Context: an optimization exercise on an open-source flow, tuned for small area, a short achievable clock period and few clock cycles per item. The choices shown serve that exercise and are no tape-out recipe. In this exercise RTL edits were held to simulation tests only and were not proved equivalent to the original. Power figures rest on the tool's default switching activity, not on a simulated workload.

## build 50
Design procedural_wipe_blend, start of the top module:
module procedural_wipe_blend (
   input  logic        clock,
   input  logic        reset,
   input  logic        csr_valid,
   output logic        csr_ready,
   input  logic [2:0]  csr_index,
   input  logic [31:0] csr_data,
   input  logic        req_valid,
   output logic        req_ready,
   input  logic [11:0] req_pixel_x,
   input  logic [11:0] req_pixel_y,
   input  logic [7:0]  req_old_red,
   input  logic [7:0]  req_old_green,
   input  logic [7:0]  req_old_blue,
   input  logic [7:0]  req_new_red,
   input  logic [7:0]  req_new_green,
   input  logic [7:0]  req_new_blue,
   output logic        rsp_valid,
   input  logic        rsp_ready,
   output logic [7:0]  rsp_out_red,
   output logic [7:0]  rsp_out_green,
   output logic [7:0]  rsp_out_blue,
   output logic [8:0]  rsp_mix_weight
);
Size: about 4200 cells after synthesis, about 150 I/O pins, about 44000 um2 of cells after synthesis.
Settings: LEC_CHECK=0, CAP_MARGIN=20, CORE_MARGIN=2, CORE_UTILIZATION=55, CTS_BUF_LIST=sky130_fd_sc_hd__clkbuf_8, CTS_CLUSTER_SIZE=32, SETUP_SLACK_MARGIN=3.3, SLEW_MARGIN=20, BUFFER_PORTS_ARGS=-buffer_cell sky130_fd_sc_hd__buf_1; clock period 7.0 ns.
standard.sh (not shown) runs the stock make flow with config.mk's settings and CLKGATE_MAP_FILE= SYNTH_SCRIPT=/design/flow/synth_recipe.tcl, a recipe that flattens the netlist after the stock synthesis.
==> flow/flow/run.sh <==
#!/bin/bash
# Standard layout (the standard.sh), with the smallest buffer as the
# port buffer.
set -e
echo 'export BUFFER_PORTS_ARGS = -buffer_cell sky130_fd_sc_hd__buf_1' >> config.mk
bash standard.sh > standard.log 2>&1
Build 50 completed; timing, DRC and antenna clean
Testbench counts of build 50, summed over its fixed seeds: cycles 17,177, items 16,384.
> inputs changed (build 50 -> build 28)
Settings: CTS_CLUSTER_SIZE changed from 32 to 25; SETUP_SLACK_MARGIN changed from 3.3 to 3.4; CTS_ARGS newly set to -sink_clustering_enable -repair_clock_nets -sink_clustering_size 25 -buf_list sky130_fd_sc_hd__clkbuf_8 -dont_use_dummy_load; CORE_UTILIZATION changed from 55 to 75.
diff --git a/flow/flow/run.sh b/flow/flow/run.sh
--- a/flow/flow/run.sh
+++ b/flow/flow/run.sh
@@ -3 +3 @@
-# port buffer.
+# port buffer and no dummy clock loads.
@@ -5,0 +6 @@
+echo 'export CTS_ARGS = -sink_clustering_enable -repair_clock_nets -sink_clustering_size 25 -buf_list sky130_fd_sc_hd__clkbuf_8 -dont_use_dummy_load' >> config.mk
==> summary.txt <==
Summary: hold slack, build 28 worse than build 50. Build 28 has combinational power above what build 50 had. Lower die area was reported by build 28, not build 50. Build 28 reports a lower depth of the most critical reg-to-reg path than build 50 does. The launching instance or port of the critical path comes out s2[73] in one run and x0[0] in the other, namely in build 28 and build 50 respectively. Compared with build 50, in build 28 sequential share of layout area +0.43 points, worst setup timing slack at the placement stage +0.088 ns. Slowest stage cell on the critical path = sky130_fd_sc_hd__fa_1: build 28; slowest stage cell on the critical path = sky130_fd_sc_hd__edfxtp_1: build 50.
diff inputs: build 28 => build 35
Settings: changing CORE_UTILIZATION from 75 to 55; removing BUFFER_PORTS_ARGS (formerly -buffer_cell sky130_fd_sc_hd__buf_1); removing CTS_ARGS (formerly -sink_clustering_enable -repair_clock_nets -sink_clustering_size 25 -buf_list sky130_fd_sc_hd__clkbuf_8 -dont_use_dummy_load); changing SETUP_SLACK_MARGIN from 3.4 to 3.0.
==> flow/run.sh (new file) <==
#!/bin/bash
# synth_recipe.tcl (not shown) runs the flow's synth.tcl, then flattens the netlist and writes it again
# the make line also repeats each setting of config.mk as NAME=value (left out here)
make -C /OpenROAD-flow-scripts/flow DESIGN_CONFIG=/design/flow/config.mk WORK_HOME=/design/flow/orfs CLKGATE_MAP_FILE= SYNTH_SCRIPT=/design/flow/synth_recipe.tcl finish
removed: flow/flow/run.sh
removed: flow/standard.sh
## What came out
- Between build 35 and build 28, it is build 35 whose cell count is higher, by about 5%.
- Build 28 → build 35: met1 routing resource usage after global routing lower; sequential cell area in the final layout roughly the same; share of the final layout cell area in multi-input gates lower; total power lower; via count lower.
- Relative to build 28, the final cell area reported for build 35 is higher.
- Build 35 gives more count of inserted tapcells than build 28 did.
- Build 35: clock share of power 4.1 points above build 28
For build 98, these inputs were changed with respect to build 35:
Settings: CORE_UTILIZATION now 68, was 55; SETUP_SLACK_MARGIN now 3.3, was 3.0; BUFFER_PORTS_ARGS now -buffer_cell sky130_fd_sc_hd__buf_1, previously not set; CTS_ARGS now -sink_clustering_enable -repair_clock_nets -sink_clustering_size 25 -buf_list sky130_fd_sc_hd__clkbuf_8 -dont_use_dummy_load, previously not set.
==> flow/flow/run.sh (new file) <==
#!/bin/bash
# Standard layout (the standard.sh), with the smallest buffer as the
# port buffer.
set -e
echo 'export BUFFER_PORTS_ARGS = -buffer_cell sky130_fd_sc_hd__buf_1' >> config.mk
echo 'export CTS_ARGS = -sink_clustering_enable -repair_clock_nets -sink_clustering_size 25 -buf_list sky130_fd_sc_hd__clkbuf_8 -dont_use_dummy_load' >> config.mk
bash standard.sh > standard.log 2>&1
==> flow/standard.sh (new file) <==
#!/bin/bash
# synth_recipe.tcl (not shown) runs the flow's synth.tcl, then flattens the netlist and writes it again
# the make line also repeats each setting of config.mk as NAME=value (left out here)
make -C /OpenROAD-flow-scripts/flow DESIGN_CONFIG=/design/flow/config.mk WORK_HOME=/design/flow/orfs CLKGATE_MAP_FILE= SYNTH_SCRIPT=/design/flow/synth_recipe.tcl "${@:-finish}"
removed: flow/run.sh
### Flow results
- The cell area of build 98 falls short of that of build 35 by 730 um2.
- Build 98 — final clock period utilization by the worst path 2.5 points lower, build 35 as reference
- Relative to build 35, number of cells on the worst reg-to-reg path decreased by 4 in build 98.
Input-level comparison between build 26 and build 98:
Settings: CORE_UTILIZATION changed from 68 to 55; SETUP_SLACK_MARGIN changed from 3.3 to 3.0; CTS_ARGS removed (was -sink_clustering_enable -repair_clock_nets -sink_clustering_size 25 -buf_list sky130_fd_sc_hd__clkbuf_8 -dont_use_dummy_load).
==> flow/flow/run.sh <==
#!/bin/bash
# Standard layout, with the smallest buffer as the port buffer.
set -e
ls -la > run_files.log 2>&1
cat config.mk > run_config_before.log 2>&1
echo 'export BUFFER_PORTS_ARGS = -buffer_cell sky130_fd_sc_hd__buf_1' >> config.mk
bash standard.sh > standard.log 2>&1
The final layout from build 26, which completed every stage, passed the timing, DRC and antenna checks at the end of the flow. Diff build 98 -> build 26: relative max-transition margin -0.39 points, final design instance area without fill ~0 delta, cell-internal power +3.4%, fraction of standard cell area that is sequential ~0 delta. On synthesis-to-finish area growth, build 26 and build 98 are neck and neck. From build 98 to build 26 the numbers moved as follows: total power went up 2.6%; global-route met1 utilization went down 6.4 points; reg-to-reg setup timing slack went down 0.20 ns.

procedural_wipe_blend again, from the RTL that the note above started with.
Settings: LEC_CHECK=0, CAP_MARGIN=20, CORE_MARGIN=2, CORE_UTILIZATION=55, CTS_BUF_LIST=sky130_fd_sc_hd__clkbuf_8, CTS_CLUSTER_SIZE=25, SETUP_SLACK_MARGIN=3.2, SLEW_MARGIN=20; clock period 7.0 ns.
run.sh (not shown) runs the stock make flow with config.mk's settings and CLKGATE_MAP_FILE= SYNTH_SCRIPT=/design/flow/synth_recipe.tcl, a recipe that flattens the netlist after the stock synthesis.
Stock flow here: none of the scripts above is used.
The starting point went through all stages and came out clean.
Testbench counts at the start, summed over its fixed seeds: cycles 17,177, items 16,384.
Next try:
==> flow/flow/run.sh (new file) <==
#!/bin/bash
# Standard layout (the standard.sh), with the smallest buffer as the
# port buffer and no dummy clock loads.
set -e
echo 'export BUFFER_PORTS_ARGS = -buffer_cell sky130_fd_sc_hd__buf_1' >> config.mk
echo 'export CTS_ARGS = -sink_clustering_enable -repair_clock_nets -sink_clustering_size 25 -buf_list sky130_fd_sc_hd__clkbuf_8 -dont_use_dummy_load' >> config.mk
bash standard.sh > standard.log 2>&1
==> flow/standard.sh (new file) <==
#!/bin/bash
# synth_recipe.tcl (not shown) runs the flow's synth.tcl, then flattens the netlist and writes it again
# the make line also repeats each setting of config.mk as NAME=value (left out here)
make -C /OpenROAD-flow-scripts/flow DESIGN_CONFIG=/design/flow/config.mk WORK_HOME=/design/flow/orfs CLKGATE_MAP_FILE= SYNTH_SCRIPT=/design/flow/synth_recipe.tcl "${@:-finish}"
--- a/flow/config.mk
+++ b/flow/config.mk
@@ -9,6 +9,8 @@
 export CORE_MARGIN = 2
-export CORE_UTILIZATION = 55
+export CORE_UTILIZATION = 68
 export CTS_BUF_LIST = sky130_fd_sc_hd__clkbuf_8
 export CTS_CLUSTER_SIZE = 25
-export SETUP_SLACK_MARGIN = 3.2
+export SETUP_SLACK_MARGIN = 3.3
 export SLEW_MARGIN = 20
+export BUFFER_PORTS_ARGS = -buffer_cell sky130_fd_sc_hd__buf_1
+export CTS_ARGS = -sink_clustering_enable -repair_clock_nets -sink_clustering_size 25 -buf_list sky130_fd_sc_hd__clkbuf_8 -dont_use_dummy_load
removed: flow/run.sh
The new run passed the timing, DRC and antenna checks.
Wire length decreases by 1.4%.
Global-route usage increases by 6.1 points.
Die area decreases by 19%.
Total power decreases by 1.1%.
Clock skew increases by 0.023 ns.
Combinational power increases by 3.6%.
Utilization increases by 13 points.
Via count increases by 3.0%.
Next try:
==> flow/run.sh (new file) <==
#!/bin/bash
# synth_recipe.tcl (not shown) runs the flow's synth.tcl, then flattens the netlist and writes it again
# the make line also repeats each setting of config.mk as NAME=value (left out here)
make -C /OpenROAD-flow-scripts/flow DESIGN_CONFIG=/design/flow/config.mk WORK_HOME=/design/flow/orfs CLKGATE_MAP_FILE= SYNTH_SCRIPT=/design/flow/synth_recipe.tcl finish
==> flow/config.mk (replaced) <==
export PLATFORM = sky130hd
export DESIGN_NAME = procedural_wipe_blend
export DESIGN_NICKNAME = procedural_wipe_blend
export VERILOG_FILES = /design/flow/design.v
export SDC_FILE = /design/flow/constraint.sdc
export NUM_CORES = 4
export LEC_CHECK = 0
export ABC_AREA = 1
export CAP_MARGIN = 20
export CORE_MARGIN = 2
export CORE_UTILIZATION = 55
export CTS_BUF_LIST = sky130_fd_sc_hd__clkbuf_8
export CTS_CLUSTER_SIZE = 25
export SETUP_SLACK_MARGIN = 3.0
export SLEW_MARGIN = 20
removed: flow/flow/run.sh
removed: flow/standard.sh
After rerunning: The new run passed the timing, DRC and antenna checks; synthesized cell count rises by 15%; routed wire length increases by 10%; setup slack got worse by 0.31 ns; final cell count increases by 16%; sequential power went up by 6.8%.
Next try:
==> flow/flow/run.sh (new file) <==
#!/bin/bash
# Standard layout (the standard.sh), with the smallest buffer as the
# port buffer and no dummy clock loads.
set -e
echo 'export BUFFER_PORTS_ARGS = -buffer_cell sky130_fd_sc_hd__buf_1' >> config.mk
echo 'export CTS_ARGS = -sink_clustering_enable -repair_clock_nets -sink_clustering_size 25 -buf_list sky130_fd_sc_hd__clkbuf_8 -dont_use_dummy_load' >> config.mk
bash standard.sh > standard.log 2>&1
==> flow/standard.sh (new file) <==
#!/bin/bash
# synth_recipe.tcl (not shown) runs the flow's synth.tcl, then flattens the netlist and writes it again
# the make line also repeats each setting of config.mk as NAME=value (left out here)
make -C /OpenROAD-flow-scripts/flow DESIGN_CONFIG=/design/flow/config.mk WORK_HOME=/design/flow/orfs CLKGATE_MAP_FILE= SYNTH_SCRIPT=/design/flow/synth_recipe.tcl "${@:-finish}"
--- a/flow/config.mk
+++ b/flow/config.mk
@@ -7,3 +7,2 @@
 export LEC_CHECK = 0
-export ABC_AREA = 1
 export CAP_MARGIN = 20
@@ -13,3 +12,5 @@
 export CTS_CLUSTER_SIZE = 25
-export SETUP_SLACK_MARGIN = 3.0
+export SETUP_SLACK_MARGIN = 3.2
 export SLEW_MARGIN = 20
+export BUFFER_PORTS_ARGS = -buffer_cell sky130_fd_sc_hd__buf_1
+export CTS_ARGS = -sink_clustering_enable -repair_clock_nets -sink_clustering_size 25 -buf_list sky130_fd_sc_hd__clkbuf_8 -dont_use_dummy_load
removed: flow/run.sh
Clock-buffer cell count goes down by 5.
Cell area went down slightly.
Hold slack loses 0.041 ns.
Synthesized cell count came out lower by roughly a tenth.

Another version of the RTL of procedural_wipe_blend (not shown whole).
Size in the first run: ~4100 cells after synthesis, roughly 570 flip-flops.
make LEC_CHECK=0 CAP_MARGIN=20 CORE_MARGIN=2 CORE_UTILIZATION=55 SETUP_SLACK_MARGIN=3.0 SLEW_MARGIN=20 finish   # period 7.0 ns
Stock flow here: none of the scripts above is used.
Testbench counts at the start, summed over its fixed seeds: cycles 17,177, items 16,384.
Rerun with:
Settings changed: CTS_BUF_LIST from default to sky130_fd_sc_hd__clkbuf_8, CTS_CLUSTER_SIZE from default to 25.
Result:
- total power came out lower by a few percent
- final cell count came out higher slightly
- combinational power is about the same
- worst hold slack barely changes
- setup slack improved by 0.023 ns
- sequential share of layout area came out higher by 0.23 points
- design area came out lower slightly
- flip-flop and latch count does not change
- maximum frequency came out higher slightly

RTL: one of the versions met above, not the one the previous note started from.
Size: ~4200 cells after synthesis, roughly 590 flip-flops, roughly 150 I/O pins.
clock: 7.0 ns
lec_check: 0
cap_margin: 20
core_margin: 2
core_utilization: 55
cts_buf_list: sky130_fd_sc_hd__clkbuf_8
cts_cluster_size: 25
setup_slack_margin: 3.2
slew_margin: 20
buffer_ports_args: -buffer_cell sky130_fd_sc_hd__buf_1
standard.sh (not shown) runs the stock make flow with config.mk's settings and CLKGATE_MAP_FILE= SYNTH_SCRIPT=/design/flow/synth_recipe.tcl, a recipe that flattens the netlist after the stock synthesis.
==> flow/flow/run.sh <==
#!/bin/bash
# Standard layout (the standard.sh), with the smallest buffer as the
# port buffer.
set -e
echo 'export BUFFER_PORTS_ARGS = -buffer_cell sky130_fd_sc_hd__buf_1' >> config.mk
bash standard.sh > standard.log 2>&1
Testbench counts at the start, summed over its fixed seeds: cycles 17,177, items 16,384.
Next try:
- SETUP_SLACK_MARGIN: 3.2 -> 3.4
Effect: Hold slack is better by 0.018 ns. Synthesized cell count does not change. Global-route usage rose by 0.66 points. First-iteration DRC count fell by 1.6%. Die area is unchanged.

afterwards: timing with drivers on the ports:
The results above use ideal ports. As a check the final layouts listed here were re-extracted and re-timed, cells and wires unchanged. Step 1 (the two cells are an assumption about what drives the block):
set clk [get_ports {clock}]
set_driving_cell -lib_cell sky130_fd_sc_hd__clkbuf_16 $clk
set_driving_cell -lib_cell sky130_fd_sc_hd__buf_2 [delete_from_list [all_inputs] $clk]
Step 2 moves the port delays by t, midway between the first and last clock arrival at a register: inputs arrive t later, outputs are due t later. That takes back most of the time a late clock gives input paths. a / b / c = ideal ports / drivers / drivers and shift; a / b = the first two.
| run | shift t [ns] | setup slack, ns | clock arrival spread, ns | slew at the worst register clock pin (ns) |
|---|---|---|---|---|
| build 50 | 0.805 | 3.348 / 3.348 / 3.143 | 0.050 / 0.050 | 0.07 / 0.07 |
| build 28 | 0.756 | 2.891 / 2.891 / 2.891 | 0.075 / 0.075 | 0.11 / 0.11 |
| build 35 | 0.793 | 3.162 / 3.162 / 2.518 | 0.043 / 0.043 | 0.07 / 0.07 |
| build 98 | 0.757 | 3.339 / 3.339 / 3.162 | 0.083 / 0.082 | 0.07 / 0.07 |
| build 26 | 0.778 | 3.137 / 3.137 / 3.137 | 0.042 / 0.042 | 0.07 / 0.07 |
| the first run of note 2 | 0.796 | 3.254 / 3.228 / 2.608 | 0.046 / 0.046 | 0.07 / 0.07 |
| the second run of note 2 | 0.757 | 3.339 / 3.339 / 3.162 | 0.083 / 0.082 | 0.07 / 0.07 |
| the third run of note 2 | 0.780 | 3.028 / 3.028 / 3.028 | 0.049 / 0.049 | 0.07 / 0.07 |
| the fourth run of note 2 | 0.756 | 3.226 / 3.226 / 3.226 | 0.094 / 0.094 | 0.06 / 0.06 |
| the first run of note 3 | 0.687 | 3.046 / 3.046 / 2.984 | 0.015 / 0.016 | 0.07 / 0.07 |
| the second run of note 3 | 0.795 | 3.069 / 3.047 / 2.925 | 0.044 / 0.044 | 0.07 / 0.07 |
| the first run of note 4 | 0.784 | 3.277 / 3.277 / 3.277 | 0.044 / 0.043 | 0.07 / 0.07 |
| the second run of note 4 | 0.822 | 3.383 / 3.383 / 3.108 | 0.033 / 0.033 | 0.07 / 0.07 |
After both steps every run listed still meets setup and hold. For the first run of note 2, which loses most, drivers alone change the setup slack by -0.026 ns; drivers and shift together by -0.646 ns.
